This design comes from an exercise in tuning for small area, a short achievable clock period and few clock cycles on the open sky130 flow, not from production work. Where RTL was checked, it was by simulation tests only, not by an equivalence proof against the original. The clock port is modelled as an ideal driver; clocking choices that lean on that would not hold on a real chip.

==> 11-28 <==
// mac_top
module mac_top (
    input  logic         CLK,
    input  logic         RSTN,
    input  logic [11:0]  mnt_i,        
    input  logic         start_i,
    output logic         done_o,
    output logic [3:0]   w_rd_o,       
    input  logic [63:0]  w_rdata_i,    
    output logic [3:0]   i_rd_o,       
    input  logic [63:0]  i_rdata_i,    
    output logic [68:0]  o_wr_o        
);
Settings: LEC_CHECK=0, CAP_MARGIN=20, CORE_MARGIN=2, CORE_UTILIZATION=30, CTS_BUF_LIST=sky130_fd_sc_hd__clkbuf_4 sky130_fd_sc_hd__clkbuf_8, SETUP_SLACK_MARGIN=2.4, SLEW_MARGIN=20, SYNTH_HIERARCHICAL=1; clock period 5.5 ns.
standard.sh (not shown) runs the stock make flow with config.mk's settings and CLKGATE_MAP_FILE= SYNTH_SCRIPT=/design/flow/synth_recipe.tcl, a recipe that flattens the netlist after the stock synthesis.
==> flow/flow/run.sh <==
#!/bin/bash
# The standard layout, with the smallest buffer on every port
# (repair_timing upsizes the ones on critical paths)
bash standard.sh "BUFFER_PORTS_ARGS=-buffer_cell sky130_fd_sc_hd__buf_1" finish > standard.log 2>&1
==> inputs of 04-03, as changes to 11-28 <==
- CTS_BUF_LIST: sky130_fd_sc_hd__clkbuf_4 sky130_fd_sc_hd__clkbuf_8 -> default
==> inputs of 12-01, as changes to 11-28 <==
==> flow/run.sh (new file) <==
#!/bin/bash
# synth_recipe.tcl (not shown) runs the flow's synth.tcl, then flattens the netlist and writes it again
# the make line also repeats each setting of config.mk as NAME=value (left out here)
make -C /OpenROAD-flow-scripts/flow DESIGN_CONFIG=/design/flow/config.mk WORK_HOME=/design/flow/orfs CLKGATE_MAP_FILE= SYNTH_SCRIPT=/design/flow/synth_recipe.tcl finish
- CTS_BUF_LIST: sky130_fd_sc_hd__clkbuf_4 sky130_fd_sc_hd__clkbuf_8 -> default
removed: flow/flow/run.sh
removed: flow/standard.sh
==> comparison <==
Fmax is about the same in 11-28 and 12-01. Of 04-03 and 11-28, 11-28 has the higher sequential share of layout area (gap 0.55 points). Wire length: 12-01 is higher than 04-03 (about 4%). In flip-flop and latch count, 12-01 and 04-03 do not differ. Against 04-03, the register-to-register slack of 12-01 is lower by 0.02 ns. Synthesized cell count is the same in 11-28 and 04-03. Against 11-28, the first-iteration DRC count of 12-01 is higher by about 4.4%. Non-clock buffer count, highest first: 12-01, 04-03, 11-28.
No functional check of the RTL was part of any run of this note.

* * *

==> exp/garnet: inputs <==
Another version of the RTL of mac_top (not shown whole).
clock: 5.5 ns
lec_check: 0
cap_margin: 20
core_margin: 2
core_utilization: 30
setup_slack_margin: 3.0
slew_margin: 20
synth_hierarchical: 1
==> flow/flow/run.sh <==
#!/bin/bash
# The standard layout with three changes:
#  - the smallest buffer on every port (repair_timing upsizes the ones on
#    critical paths)
#  - a clock tree of fewer, larger leaf clusters and no dummy loads
#  - after CTS timing repair, area recovery on paths with slack to spare
bash standard.sh \
  "BUFFER_PORTS_ARGS=-buffer_cell sky130_fd_sc_hd__buf_1" \
  "CTS_ARGS=-sink_clustering_enable -sink_clustering_size 24 -sink_clustering_max_diameter 80 -buf_list {sky130_fd_sc_hd__clkbuf_8 sky130_fd_sc_hd__clkbuf_16} -dont_use_dummy_load -repair_clock_nets" \
  "POST_CTS_TCL=$PWD/flow/post_cts.tcl" \
  finish > standard.log 2>&1
==> flow/flow/post_cts.tcl <==
# After CTS timing repair: give back area on paths that have slack to spare
# (downsize gates, remove buffers) while keeping the setup margin.
estimate_parasitics -placement
puts "post_cts: before recovery: area [sta::format_area [rsz::design_area] 0] worst slack [sta::format_time [sta::worst_slack_cmd max] 3]"
repair_timing -recover_power 100 -setup_margin $::env(SETUP_SLACK_MARGIN) -verbose
detailed_placement
estimate_parasitics -placement
puts "post_cts: after recovery: area [sta::format_area [rsz::design_area] 0] worst slack [sta::format_time [sta::worst_slack_cmd max] 3]"
==> exp/yarrow: changes against exp/garnet <==
==> flow/flow/run.sh (replaced) <==
#!/bin/bash
# The standard layout with two changes:
#  - the smallest buffer on every port (repair_timing upsizes the ones on
#    critical paths)
#  - a clock tree of fewer, larger leaf clusters and no dummy loads
bash standard.sh \
  "BUFFER_PORTS_ARGS=-buffer_cell sky130_fd_sc_hd__buf_1" \
  "CTS_ARGS=-sink_clustering_enable -sink_clustering_size 24 -sink_clustering_max_diameter 80 -buf_list {sky130_fd_sc_hd__clkbuf_8 sky130_fd_sc_hd__clkbuf_16} -dont_use_dummy_load -repair_clock_nets" \
  finish > standard.log 2>&1
removed: flow/flow/post_cts.tcl
==> comparison <==
Against exp/yarrow, the setup slack of exp/garnet is better by 0.0073 ns.
In exp/yarrow the via count is lower than in exp/garnet, by 0.66%.
First-iteration DRC count: exp/garnet is lower than exp/yarrow (0.38%).
Against exp/yarrow, the maximum frequency of exp/garnet is larger by 0.29%.
Count of clock-buffer cells in the layout is the same in exp/garnet and exp/yarrow.
In area after synthesis, exp/garnet and exp/yarrow do not differ.
Against exp/yarrow, the sequential share of layout area of exp/garnet is lower by 0.18 points.
Testbench counts of exp/garnet, summed over its fixed seeds: cycles 5,706.
Testbench counts of exp/yarrow, summed over its fixed seeds: cycles 5,706.

* * *

==> run a <==
mac_top again, from the RTL that the note above started with.
Design mac_top, start of the top module:
module mac_top (
    input  logic         CLK,
    input  logic         RSTN,
    input  logic [11:0]  mnt_i,        
    input  logic         start_i,
    output logic         done_o,
    output logic [3:0]   w_rd_o,       
    input  logic [63:0]  w_rdata_i,    
    output logic [3:0]   i_rd_o,       
    input  logic [63:0]  i_rdata_i,    
    output logic [68:0]  o_wr_o        
);
    localparam int LAT = 2;        
    logic [3:0] m_dim, n_dim, t_dim;
    assign m_dim = mnt_i[11:8];
    assign n_dim = mnt_i[7:4];
    assign t_dim = mnt_i[3:0];
    logic        active_q;     
    logic        busy_q;       
    logic [1:0]  lane_q;       
    logic [2:0]  row_q;        
    logic [LAT:0] wl_q;        
    logic [LAT:0] fin_q;       
    logic [LAT:0] first_q;     
    logic [3:0]   mask_q;      
    logic [63:0] acc_q;        
    logic        wen_q;
    logic [2:0]  waddr_q;      
    logic        done_q;
    logic        accept, rd_valid, first, lastl, fin;
    logic [1:0]  mlast;
    assign accept   = start_i && !active_q;
    assign mlast    = (n_dim == 4'd0) ? 2'd0 : m_dim[1:0] - 2'd1;
    assign rd_valid = busy_q || (accept && mlast == 2'd3);     
    assign first    = (lane_q == mlast);
    assign lastl    = (lane_q == 2'd0);
    assign fin      = lastl && ({1'b0, row_q} == t_dim - 4'd1);
    always_ff @(posedge CLK or negedge RSTN) begin
        if (!RSTN) begin
            active_q <= 1'b0;
            busy_q   <= 1'b0;
            lane_q   <= 2'd3;
            row_q    <= 3'd0;
            wl_q     <= '0;
            fin_q    <= '0;
            wen_q    <= 1'b0;
            done_q   <= 1'b0;
        end else begin
            active_q <= accept || (active_q && !done_q);
            wl_q     <= {wl_q[LAT-1:0], rd_valid && lastl};
            fin_q    <= {fin_q[LAT-1:0], rd_valid && fin};
            wen_q    <= wl_q[LAT];
            done_q   <= fin_q[LAT];
            if (rd_valid) begin
                busy_q <= !fin;
                if (fin) begin
                    lane_q <= 2'd3;
                    row_q  <= 3'd0;
                end else if (lastl) begin
                    lane_q <= mlast;
                    row_q  <= row_q + 3'd1;
                end else begin
                    lane_q <= lane_q - 2'd1;
                end
  ...
export LEC_CHECK = 0
export CAP_MARGIN = 20
export CORE_MARGIN = 2
export CORE_UTILIZATION = 30
export SETUP_SLACK_MARGIN = 3.25
export SLEW_MARGIN = 20
export SYNTH_HIERARCHICAL = 1
create_clock -name core_clock -period 5.5 [get_ports {CLK}]
==> flow/flow/run.sh <==
#!/bin/bash
# The standard layout with two changes:
#  - the smallest buffer on every port (repair_timing upsizes the ones on
#    critical paths)
#  - a clock tree of fewer, larger leaf clusters and no dummy loads
bash standard.sh \
  "BUFFER_PORTS_ARGS=-buffer_cell sky130_fd_sc_hd__buf_1" \
  "CTS_ARGS=-sink_clustering_enable -sink_clustering_size 24 -sink_clustering_max_diameter 80 -buf_list {sky130_fd_sc_hd__clkbuf_8 sky130_fd_sc_hd__clkbuf_16} -dont_use_dummy_load -repair_clock_nets" \
  finish > standard.log 2>&1
==> run b: changes against run a <==
SETUP_SLACK_MARGIN = 2.85   (was 3.25)
==> comparison table <==
|  | run a | run b |
|---|---|---|
| Area delta synth->final | 28.6% | 13.8% |
| FF-to-FF setup slack | 3020 ps | 2920 ps |
| PnR worst setup slack | 3020 ps | 2850 ps |
| Wire length of the first global-routing pass | 49800 um | 48400 um |
| Length of routed wiring on met1 | 14100 um | 13700 um |
| CP Data Arrival Time | 2900 ps | 3020 ps |
| Share of post-route cells with drive strength above 1 | 42.7% | 13.6% |
| Number of clock buffer instances in the layout | 17 | 16 |
| Dpl ws | 2190 ps | 2270 ps |
| Start point of the critical path | dot_inst.c636_q2 | w_rdata_i[42] |
| CP startpoint kind | flop | input port |
| Critical Path End | acc_q[63] | dot_inst.s405_q1 |
| Layout filler cell count | 4016 | 4167 |
| Final hold slack | 331 ps | 333 ps |
| Outcome | timing/DRC/antenna clean | timing/DRC/antenna clean |
| # placed instances | 1672 | 1671 |
Testbench counts of run a, summed over its fixed seeds: cycles 5,706.
Testbench counts of run b, summed over its fixed seeds: cycles 5,706.

* * *

==> maple <==
mac_top, a different RTL version from the one above (not shown whole).
export LEC_CHECK = 0
export CAP_MARGIN = 20
export CORE_MARGIN = 2
export CORE_UTILIZATION = 30
export SETUP_SLACK_MARGIN = 3.0
export SLEW_MARGIN = 20
export SYNTH_HIERARCHICAL = 1
create_clock -name core_clock -period 5.5 [get_ports {CLK}]
Scripts as last shown in full above: flow/flow/run.sh
==> juniper: changes against maple <==
==> flow/flow/run.sh (replaced) <==
#!/bin/bash
# The standard layout, with the smallest buffer on every port
# (repair_timing upsizes the ones on critical paths)
bash standard.sh "BUFFER_PORTS_ARGS=-buffer_cell sky130_fd_sc_hd__buf_1" finish > standard.log 2>&1
- SETUP_SLACK_MARGIN: 3.0 -> 2.8
==> quartz: changes against maple <==
==> flow/flow/run.sh (replaced) <==
#!/bin/bash
# The standard layout, with the smallest buffer on every port
# (repair_timing upsizes the ones on critical paths)
bash standard.sh "BUFFER_PORTS_ARGS=-buffer_cell sky130_fd_sc_hd__buf_1" finish > standard.log 2>&1
- ABC_CLOCK_PERIOD_IN_PS: default -> 2500
==> pepper: changes against maple <==
==> flow/flow/run.sh (replaced) <==
#!/bin/bash
# The standard layout, with the smallest buffer on every port
# (repair_timing upsizes the ones on critical paths)
bash standard.sh "BUFFER_PORTS_ARGS=-buffer_cell sky130_fd_sc_hd__buf_1" finish > standard.log 2>&1
- CTS_BUF_LIST: default -> sky130_fd_sc_hd__clkbuf_4 sky130_fd_sc_hd__clkbuf_8
- SETUP_SLACK_MARGIN: 3.0 -> 3.1
==> metrics.cfg <==
[run_status]
status = timing/DRC/antenna clean

[finish]
regArea_mm2 = 0.00497
drive_above_1_share_pct = 20.7
instances_no_fill = 1696
mostFrequentLayoutCells = 222 x dfxtp_1, 171 x fa_1, 151 x nand2_1, 121 x buf_1, 53 x fa_2

[global_route]
grt.total_usage_pct = 14.8
grt_pass1_wl_mm = 49.1

[clock_tree]
clk_pin_slew_ps = 90
h-tree-depth = 1

[timing]
setup_slack_ps = 2960
fin_crit_sh_pct = 46.2

[place]
placed_area_mm2 = 0.0141

[critical_path]
cp-start-kind = flip-flop

[drt]
dr.pass1.iters = 5

Source of the figures above: maple

==> metrics.cfg <==
[finish]
drive_above_1_share_pct = 21.0
mostFrequentLayoutCells = 224 x dfxtp_1, 171 x fa_1, 151 x nand2_1, 132 x buf_1, 53 x fa_2
regArea_mm2 = 0.00497
instances_no_fill = 1723

[clock_tree]
h-tree-depth = 1
clk_pin_slew_ps = 60

[run_status]
status = timing/DRC/antenna clean

[timing]
fin_crit_sh_pct = 46.1
setup_slack_ps = 2970

[critical_path]
cp-start-kind = primary input

[logic_synthesis]
syn-cell-area_mm2 = 0.0126

[drt]
first_iter_violations = 544
dr.pass1.iters = 6

[global_route]
grt_pass1_wl_mm = 49.7

Source of the figures above: quartz

==> metrics.cfg <==
[clock_tree]
clk_pin_slew_ps = 60
h-tree-depth = 2

[finish]
regArea_mm2 = 0.00498
instances_no_fill = 1775
mostFrequentLayoutCells = 223 x dfxtp_1, 131 x nand2_1, 117 x fa_1, 112 x buf_1, 107 x fa_2
drive_above_1_share_pct = 32.4

[place]
placed_area_mm2 = 0.0144

[critical_path]
cp-start-kind = flip-flop

[timing]
setup_slack_ps = 2950
fin_crit_sh_pct = 46.3

[drt]
dr.pass1.iters = 6

[run_status]
status = timing/DRC/antenna clean

[global_route]
grt.total_usage_pct = 15.2

Source of the figures above: pepper

==> metrics.cfg <==
[global_route]
grt.total_usage_pct = 14.8
grt_pass1_wl_mm = 49.2

[timing]
fin_crit_sh_pct = 49.3
setup_slack_ps = 2790

[clock_tree]
h-tree-depth = 1

[run_status]
status = timing/DRC/antenna clean

[finish]
regArea_mm2 = 0.00497
drive_above_1_share_pct = 12.9

[critical_path]
cp-start-kind = primary input

Source of the figures above: juniper

Testbench counts of maple, summed over its fixed seeds: cycles 5,706.
Testbench counts of juniper, summed over its fixed seeds: cycles 5,706.
Testbench counts of quartz, summed over its fixed seeds: cycles 5,706.
Testbench counts of pepper, summed over its fixed seeds: cycles 5,706.

* * *

==> exp/cedar <==
mac_top, a different RTL version from the one above (not shown whole).
Settings: LEC_CHECK=0, CAP_MARGIN=20, CORE_MARGIN=2, CORE_UTILIZATION=30, SETUP_SLACK_MARGIN=3.0, SLEW_MARGIN=20, SYNTH_HIERARCHICAL=1; clock period 5.5 ns.
==> flow/flow/run.sh <==
#!/bin/bash
# The standard layout with two changes:
#  - the smallest buffer on every port (repair_timing upsizes the ones on
#    critical paths)
#  - a clock tree of fewer, larger leaf clusters and no dummy loads
bash standard.sh \
  "BUFFER_PORTS_ARGS=-buffer_cell sky130_fd_sc_hd__buf_1" \
  "CTS_ARGS=-sink_clustering_enable -sink_clustering_size 24 -sink_clustering_max_diameter 80 -buf_list {sky130_fd_sc_hd__clkbuf_8 sky130_fd_sc_hd__clkbuf_16} -dont_use_dummy_load -repair_clock_nets" \
  finish > standard.log 2>&1
==> exp/nickel (differences from exp/cedar) <==
==> flow/flow/run.sh (replaced) <==
#!/bin/bash
# The standard layout with two changes:
#  - the smallest buffer on every port (repair_timing upsizes the ones on
#    critical paths)
#  - a clock tree of fewer, larger leaf clusters and no dummy loads
bash standard.sh \
  "BUFFER_PORTS_ARGS=-buffer_cell sky130_fd_sc_hd__buf_1" \
  "CTS_ARGS=-sink_clustering_enable -sink_clustering_size 30 -sink_clustering_max_diameter 90 -buf_list {sky130_fd_sc_hd__clkbuf_16} -dont_use_dummy_load -repair_clock_nets" \
  finish > standard.log 2>&1
==> summary.txt <==
- In cell count, exp/nickel and exp/cedar hardly differ.
- Against exp/nickel, the cell area of exp/cedar is larger by about 0.46%.
- Of exp/cedar and exp/nickel, exp/cedar has the higher via count (gap 0.56%, measured against exp/nickel).
- Of exp/cedar and exp/nickel, exp/cedar has the higher maximum frequency (gap about 1.5%, measured against exp/nickel).
- Area after synthesis is the same in exp/cedar and exp/nickel.
No functional check of the RTL was part of any run of this note.

==> what the ideal ports hide <==
The flow's constraints put no driver on any port. The routed layouts listed below were extracted and timed again, unchanged, in two steps.
Step 1, drivers: a clkbuf_16 drives CLK and a buf_2 each remaining input, both assumed.
Step 2, shift: input delay + t, output delay - t, t = (earliest + latest rising clock arrival at the registers) / 2. This alone moves slack from input paths to output paths.
Three values: ideal ports, drivers, drivers and shift; two values: the first two.
| run | t (ns) | setup slack, ns | worst setup path at the end | pins driven straight from the clock port |
|---|---|---|---|---|
| 11-28 | 0.509 | 2.045 / 2.045 / 1.763 | input to register | 1 |
| 04-03 | 0.478 | 2.067 / 2.067 / 1.797 | input to register | 1 |
| 12-01 | 0.484 | 2.051 / 2.051 / 1.786 | input to register | 1 |
| exp/garnet | 0.544 | 3.008 / 3.013 / 2.482 | input to register | 1 |
| exp/yarrow | 0.546 | 3.001 / 3.028 / 2.482 | input to register | 1 |
| run a | 0.543 | 3.019 / 3.019 / 2.553 | input to register | 1 |
| run b | 0.528 | 2.852 / 2.881 / 2.354 | input to register | 1 |
| maple | 0.540 | 2.962 / 2.962 / 2.461 | input to register | 1 |
| juniper | 0.589 | 2.787 / 2.799 / 2.210 | input to register | 1 |
| quartz | 0.602 | 2.966 / 2.988 / 2.386 | input to register | 1 |
| pepper | 0.597 | 2.952 / 2.952 / 2.488 | input to register | 1 |
| exp/cedar | 0.526 | 3.010 / 3.021 / 2.508 | input to register | 1 |
| exp/nickel | 0.524 | 2.971 / 2.997 / 2.472 | input to register | 1 |
After both steps setup and hold are still met in every run listed. The setup slack of quartz, which loses most, moves by +0.022 ns with the drivers and by -0.580 ns with both steps.
